This design comes from an exercise in tuning for a short achievable clock period and few clock cycles per item on the open sky130 flow, not from production work.
In this exercise RTL edits were held to simulation tests only and were not proved equivalent to the original.
Power figures rest on the tool's default switching activity, not on a simulated workload.

==> trial 45: inputs <==
==> flow/design.v <==
package mem_pkg;
    localparam int DATA_W = 32;
    localparam int LANE_W = 8;
    localparam int LANES  = 4;
    localparam int ADDR_W = 10;
    localparam int ROW_W  = ADDR_W - 2;
    localparam logic [1:0] SIZE_BYTE  = 2'd0;
    localparam logic [1:0] SIZE_HALF  = 2'd1;
    localparam logic [1:0] SIZE_THREE = 2'd2;
    localparam logic [1:0] SIZE_WORD  = 2'd3;
endpackage
module lsu_request (
    input  logic                                     clk,
    input  logic                                     rst_n,
    input  logic                                     req,
    input  logic                                     we,
    input  logic [1:0]                               size,
    input  logic                                     sign,
    input  logic [mem_pkg::ADDR_W-1:0]               addr,
    input  logic [mem_pkg::DATA_W-1:0]               wdata,
    output logic [mem_pkg::LANES*64-1:0]             lsel,
    output logic [mem_pkg::LANES*4-1:0]              hsel,
    output logic [mem_pkg::LANES-1:0]                bank_we,
    output logic [mem_pkg::DATA_W-1:0]               bank_wdata,
    output logic                                     ld_valid,
    output logic [mem_pkg::LANES*mem_pkg::LANES-1:0] bsel,
    output logic [mem_pkg::LANES*mem_pkg::LANES-1:0] fsel
);
    localparam int LANES  = mem_pkg::LANES;
    localparam int LANE_W = mem_pkg::LANE_W;
    localparam int ROW_W  = mem_pkg::ROW_W;
    logic [1:0]             lane_off;
    logic [LANES*64-1:0]    lsel_d;
    logic [LANES*4-1:0]     hsel_d;
    logic [LANES-1:0]       be_d;
    logic [mem_pkg::DATA_W-1:0] wdata_rot;
    logic [LANES*LANES-1:0] bsel_d;
    logic [LANES*LANES-1:0] fsel_d;
    assign lane_off = addr[1:0];
    always_comb begin : decode
        logic [ROW_W-1:0] row;
        logic [1:0]       src;
        for (int k = 0; k < LANES; k++) begin
            row = addr[mem_pkg::ADDR_W-1:2] + ROW_W'(2'(k) < lane_off);
            for (int i = 0; i < 64; i++) lsel_d[k*64 + i] = (row[5:0] == 6'(i));
            for (int i = 0; i < 4; i++)  hsel_d[k*4 + i]  = (row[7:6] == 2'(i));
            src = 2'(k) - lane_off;
            be_d[k] = (src <= size);
            wdata_rot[k*LANE_W +: LANE_W] = wdata[src*LANE_W +: LANE_W];
        end
        for (int j = 0; j < LANES; j++) begin
            for (int k = 0; k < LANES; k++) begin
                bsel_d[j*LANES + k] = (2'(k) == 2'(lane_off + 2'(j))) && (2'(j) <= size);
                fsel_d[j*LANES + k] = (2'(k) == 2'(lane_off + size)) && (2'(j) > size) && sign;
            end
        end
    end
    always_ff @(posedge clk or negedge rst_n) begin
        if (!rst_n) begin
            bank_we  <= '0;
            ld_valid <= 1'b0;
        end else begin
            bank_we  <= (req && we) ? be_d : '0;
            ld_valid <= req && !we;
        end
    end
    always_ff @(posedge clk) begin
        lsel       <= lsel_d;
        hsel       <= hsel_d;
        bank_wdata <= wdata_rot;
        bsel       <= bsel_d;
        fsel       <= fsel_d;
    end
endmodule
module byte_bank_ram (
    input  logic                          clk,
    input  logic [63:0]                   lsel,
    input  logic [3:0]                    hsel,
    input  logic                          wen,
    input  logic [mem_pkg::LANE_W-1:0]    wbyte,
    output logic [mem_pkg::LANE_W-1:0]    rbyte
);
    localparam int LANE_W = mem_pkg::LANE_W;
    logic [256*LANE_W-1:0] mem;
    for (genvar r = 0; r < 256; r++) begin : g_row
        always_ff @(posedge clk) begin
            if (wen && hsel[r/64] && lsel[r%64]) begin
                mem[r*LANE_W +: LANE_W] <= wbyte;
            end
        end
    end
    always_comb begin : read_mux
        logic [LANE_W-1:0] grp;
        rbyte = '0;
        for (int h = 0; h < 4; h++) begin
            grp = '0;
            for (int l = 0; l < 64; l++) begin
                grp = grp | (mem[(h*64 + l)*LANE_W +: LANE_W] & {LANE_W{lsel[l]}});
            end
            rbyte = rbyte | (grp & {LANE_W{hsel[h]}});
        end
    end
endmodule
module load_extend (
    input  logic [mem_pkg::DATA_W-1:0]               bank_rdata,
    input  logic [mem_pkg::LANES*mem_pkg::LANES-1:0] bsel,
    input  logic [mem_pkg::LANES*mem_pkg::LANES-1:0] fsel,
    output logic [mem_pkg::DATA_W-1:0]               ext_word
);
    localparam int LANES  = mem_pkg::LANES;
    localparam int LANE_W = mem_pkg::LANE_W;
    always_comb begin : assemble
        for (int j = 0; j < LANES; j++) begin
            ext_word[j*LANE_W +: LANE_W] = '0;
            for (int k = 0; k < LANES; k++) begin
                ext_word[j*LANE_W +: LANE_W] = ext_word[j*LANE_W +: LANE_W]
                    | (bank_rdata[k*LANE_W +: LANE_W] & {LANE_W{bsel[j*LANES + k]}})
                    | ({LANE_W{bank_rdata[k*LANE_W + LANE_W-1] & fsel[j*LANES + k]}});
            end
        end
    end
endmodule
module data_mem_top (
    input  logic                       clk,
    input  logic                       rst_n,
    input  logic                       req,
    input  logic                       we,
    input  logic [1:0]                 size,
    input  logic                       sign,
    input  logic [mem_pkg::ADDR_W-1:0] addr,
    input  logic [mem_pkg::DATA_W-1:0] wdata,
    output logic [mem_pkg::DATA_W-1:0] rdata,
    output logic                       rvalid
);
    localparam int LANES  = mem_pkg::LANES;
    localparam int LANE_W = mem_pkg::LANE_W;
    localparam int DATA_W = mem_pkg::DATA_W;
    logic [LANES*64-1:0]    lsel;
    logic [LANES*4-1:0]     hsel;
    logic [LANES-1:0]       bank_we;
    logic [DATA_W-1:0]      bank_wdata;
    logic                   ld_valid;
    logic [LANES*LANES-1:0] bsel;
    logic [LANES*LANES-1:0] fsel;
    logic [DATA_W-1:0]      bank_rdata;
    logic [DATA_W-1:0]      ext_word;
    lsu_request i_request (
        .clk        (clk),
        .rst_n      (rst_n),
        .req        (req),
        .we         (we),
        .size       (size),
        .sign       (sign),
        .addr       (addr),
        .wdata      (wdata),
        .lsel       (lsel),
        .hsel       (hsel),
        .bank_we    (bank_we),
        .bank_wdata (bank_wdata),
        .ld_valid   (ld_valid),
        .bsel       (bsel),
        .fsel       (fsel)
    );
    for (genvar k = 0; k < LANES; k++) begin : g_bank
        byte_bank_ram i_bank (
            .clk   (clk),
            .lsel  (lsel[k*64 +: 64]),
            .hsel  (hsel[k*4 +: 4]),
            .wen   (bank_we[k]),
            .wbyte (bank_wdata[k*LANE_W +: LANE_W]),
            .rbyte (bank_rdata[k*LANE_W +: LANE_W])
        );
    end
    load_extend i_extend (
        .bank_rdata (bank_rdata),
        .bsel       (bsel),
        .fsel       (fsel),
        .ext_word   (ext_word)
    );
    always_ff @(posedge clk or negedge rst_n) begin
        if (!rst_n) begin
            rvalid <= 1'b0;
        end else begin
            rvalid <= ld_valid;
        end
    end
    always_ff @(posedge clk) begin
        rdata <= ext_word;
    end
endmodule
==> flow/flow/run.sh <==
#!/bin/bash
# The standard layout, run in two parts: synthesis to placement as is,
# then clock tree, routing and finish with the resizer aiming for more
# setup slack than the 10 ns clock needs (period and constraints unchanged).
set -uo pipefail
bash standard.sh synth floorplan place > make_place.log 2>&1 || exit 1
bash standard.sh SETUP_SLACK_MARGIN=6.5 finish > make_finish.log 2>&1
==> flow/standard.sh <==
#!/bin/bash
# synth_recipe.tcl (not shown) runs the flow's synth.tcl, then flattens the netlist and writes it again
# the make line also repeats each setting of config.mk as NAME=value (left out here)
make -C /OpenROAD-flow-scripts/flow DESIGN_CONFIG=/design/flow/config.mk WORK_HOME=/design/flow/orfs CLKGATE_MAP_FILE= SYNTH_SCRIPT=/design/flow/synth_recipe.tcl "${@:-finish}"
==> flow/config.mk <==
export PLATFORM = sky130hd
export DESIGN_NAME = data_mem_top
export DESIGN_NICKNAME = data_mem_top
export VERILOG_FILES = /design/flow/design.v
export SDC_FILE = /design/flow/constraint.sdc
export NUM_CORES = 4
export LEC_CHECK = 0
export CAP_MARGIN = 20
export CORE_MARGIN = 2
export CORE_UTILIZATION = 40
export CTS_CLUSTER_DIAMETER = 80
export CTS_CLUSTER_SIZE = 20
export PLACE_DENSITY = 0.45
export SLEW_MARGIN = 20
==> flow/constraint.sdc <==
create_clock -name core_clock -period 10.0 [get_ports {clk}]
set_input_delay 2.0000 -clock core_clock [delete_from_list [all_inputs] [get_ports {clk}]]
set_output_delay 2.0000 -clock core_clock [all_outputs]
set_load 0.01 [all_outputs]
==> trial 31: changes against trial 45 <==
--- a/flow/design.v
+++ b/flow/design.v
@@ -20,4 +20,3 @@
     input  logic [mem_pkg::DATA_W-1:0]               wdata,
-    output logic [mem_pkg::LANES*64-1:0]             lsel,
-    output logic [mem_pkg::LANES*4-1:0]              hsel,
+    output logic [mem_pkg::LANES*256-1:0]            rsel,
     output logic [mem_pkg::LANES-1:0]                bank_we,
@@ -32,4 +31,4 @@
     logic [1:0]             lane_off;
-    logic [LANES*64-1:0]    lsel_d;
-    logic [LANES*4-1:0]     hsel_d;
+    logic [255:0]           row_hot;
+    logic [LANES*256-1:0]   rsel_d;
     logic [LANES-1:0]       be_d;
@@ -40,8 +39,8 @@
     always_comb begin : decode
-        logic [ROW_W-1:0] row;
-        logic [1:0]       src;
+        logic [1:0] src;
+        for (int r = 0; r < 256; r++) row_hot[r] = (addr[mem_pkg::ADDR_W-1:2] == ROW_W'(r));
         for (int k = 0; k < LANES; k++) begin
-            row = addr[mem_pkg::ADDR_W-1:2] + ROW_W'(2'(k) < lane_off);
-            for (int i = 0; i < 64; i++) lsel_d[k*64 + i] = (row[5:0] == 6'(i));
-            for (int i = 0; i < 4; i++)  hsel_d[k*4 + i]  = (row[7:6] == 2'(i));
+            for (int r = 0; r < 256; r++) begin
+                rsel_d[k*256 + r] = (2'(k) < lane_off) ? row_hot[(r + 255) % 256] : row_hot[r];
+            end
             src = 2'(k) - lane_off;
@@ -67,4 +66,3 @@
     always_ff @(posedge clk) begin
-        lsel       <= lsel_d;
-        hsel       <= hsel_d;
+        rsel       <= rsel_d;
         bank_wdata <= wdata_rot;
@@ -76,4 +74,3 @@
     input  logic                          clk,
-    input  logic [63:0]                   lsel,
-    input  logic [3:0]                    hsel,
+    input  logic [255:0]                  rsel,
     input  logic                          wen,
@@ -86,3 +83,3 @@
         always_ff @(posedge clk) begin
-            if (wen && hsel[r/64] && lsel[r%64]) begin
+            if (wen && rsel[r]) begin
                 mem[r*LANE_W +: LANE_W] <= wbyte;
@@ -92,10 +89,5 @@
     always_comb begin : read_mux
-        logic [LANE_W-1:0] grp;
         rbyte = '0;
-        for (int h = 0; h < 4; h++) begin
-            grp = '0;
-            for (int l = 0; l < 64; l++) begin
-                grp = grp | (mem[(h*64 + l)*LANE_W +: LANE_W] & {LANE_W{lsel[l]}});
-            end
-            rbyte = rbyte | (grp & {LANE_W{hsel[h]}});
+        for (int r = 0; r < 256; r++) begin
+            rbyte = rbyte | (mem[r*LANE_W +: LANE_W] & {LANE_W{rsel[r]}});
         end
@@ -137,4 +129,3 @@
     localparam int DATA_W = mem_pkg::DATA_W;
-    logic [LANES*64-1:0]    lsel;
-    logic [LANES*4-1:0]     hsel;
+    logic [LANES*256-1:0]   rsel;
     logic [LANES-1:0]       bank_we;
@@ -155,4 +146,3 @@
         .wdata      (wdata),
-        .lsel       (lsel),
-        .hsel       (hsel),
+        .rsel       (rsel),
         .bank_we    (bank_we),
@@ -166,4 +156,3 @@
             .clk   (clk),
-            .lsel  (lsel[k*64 +: 64]),
-            .hsel  (hsel[k*4 +: 4]),
+            .rsel  (rsel[k*256 +: 256]),
             .wen   (bank_we[k]),
==> flow/flow/run.sh (replaced) <==
#!/bin/bash
# The standard layout, run in parts:
#  1. synthesis to placement as is;
#  2. each output register and its port buffer moved next to the port,
#     then the placement legalized again;
#  3. clock tree (H-tree wire unit of 50 um), routing and finish, with the
#     resizer aiming for more setup slack than the 10 ns clock needs
#     (period and constraints unchanged).
set -uo pipefail
CTS="-sink_clustering_enable -repair_clock_nets -sink_clustering_size 20 -sink_clustering_max_diameter 80 -wire_unit 50"
bash standard.sh "CTS_ARGS=$CTS" synth floorplan place > make_place.log 2>&1 || exit 1
RES=orfs/results/${FLOW_PLATFORM}/data_mem_top/base
PLACE_ODB=$RES/3_place.odb openroad -no_init -exit flow/move_out.tcl > move_out.log 2>&1 || exit 1
bash standard.sh "CTS_ARGS=$CTS" SETUP_SLACK_MARGIN=6.5 finish > make_finish.log 2>&1
==> flow/flow/move_out.tcl (new file) <==
# Pull each output port's buffer next to its pin, and the register that
# drives that buffer next to the buffer; then legalize the placement.
set odb $::env(PLACE_ODB)
read_db $odb
set block [ord::get_db_block]
set core [$block getCoreArea]
set cx0 [$core xMin]; set cy0 [$core yMin]; set cx1 [$core xMax]; set cy1 [$core yMax]

proc clamp {v lo hi} { expr {$v < $lo ? $lo : ($v > $hi ? $hi : $v)} }

proc driver_inst {net} {
  foreach it [$net getITerms] {
    if {[$it isOutputSignal]} { return [$it getInst] }
  }
  return ""
}

set moved 0
foreach bt [$block getBTerms] {
  if {[$bt getIoType] != "OUTPUT"} { continue }
  set net [$bt getNet]
  set buf [driver_inst $net]
  if {$buf == ""} { continue }
  set bb [$bt getBBox]
  set px [expr {([$bb xMin] + [$bb xMax]) / 2}]
  set py [expr {([$bb yMin] + [$bb yMax]) / 2}]
  set bx [clamp $px $cx0 [expr {$cx1 - 20000}]]
  set by [clamp $py $cy0 [expr {$cy1 - 3000}]]
  $buf setLocation $bx $by
  # the register behind the buffer
  foreach it [$buf getITerms] {
    if {[$it isInputSignal]} {
      set n2 [$it getNet]
      if {$n2 == "NULL"} { continue }
      set ff [driver_inst $n2]
      if {$ff != "" && [[$ff getMaster] isSequential]} {
        # one step further into the core than the buffer
        set fx [clamp [expr {$bx + ($px <= $cx0 ? 6000 : ($px >= $cx1 ? -6000 : 0))}] $cx0 [expr {$cx1 - 20000}]]
        set fy [clamp [expr {$by + ($py <= $cy0 ? 6000 : ($py >= $cy1 ? -6000 : 0))}] $cy0 [expr {$cy1 - 3000}]]
        $ff setLocation $fx $fy
        puts "moved [$ff getName] and [$buf getName] to pin [$bt getName]"
        incr moved
      }
    }
  }
}
puts "moved $moved registers"
detailed_placement
check_placement -verbose
write_db $odb
Settings changed: CORE_UTILIZATION 40 to 50, PLACE_DENSITY 0.45 to 0.55.
==> summary of the runs <==
- Against trial 31, the area after synthesis of trial 45 is smaller by 6.7%.
- Cell area: trial 31 is larger than trial 45 (about 4.6%).
- Between trial 45 and trial 31, the lower total power is in trial 45 (gap about 4%, measured against trial 31).
- Of trial 31 and trial 45, trial 45 has the higher combinational power (gap about 26%, measured against trial 45).
- Of trial 45 and trial 31, trial 31 has the higher sequential cell count (gap 752).
- Die area: trial 31 is smaller than trial 45 (14%).
- Against trial 45, the clock power of trial 31 is higher by about 3%.
Testbench counts of trial 45, summed over its fixed seeds: cycles 19,237, loads 7,229.
Testbench counts of trial 31, summed over its fixed seeds: cycles 19,237, loads 7,229.

what the ideal ports hide:
No port has a modelled driver above. Below, the same layouts with a new extraction and two added sets of constraints. Step 1: set_driving_cell puts a clkbuf_16 on clk and a buf_2 on each other input, an assumption about the parent block. Step 2 moves the port delays by t, midway between the first and last clock arrival at a register: inputs arrive t later, outputs are due t later. That takes back most of the time a late clock gives input paths. Three values: ideal ports, drivers, drivers and shift; two values: the first two.
| run | t, ns | slack for setup (ns) | worst setup path after step 2 | cell pins on the clock port's net |
|---|---|---|---|---|
| trial 45 | 1.280 | 6.107 / 5.953 / 5.147 | input to register | 1 |
| trial 31 | 1.174 | 6.322 / 6.317 / 5.289 | input to register | 1 |
After both steps every run listed still meets setup and hold. The setup slack of trial 31, which loses most, moves by -0.005 ns with the drivers and by -1.033 ns with both steps.
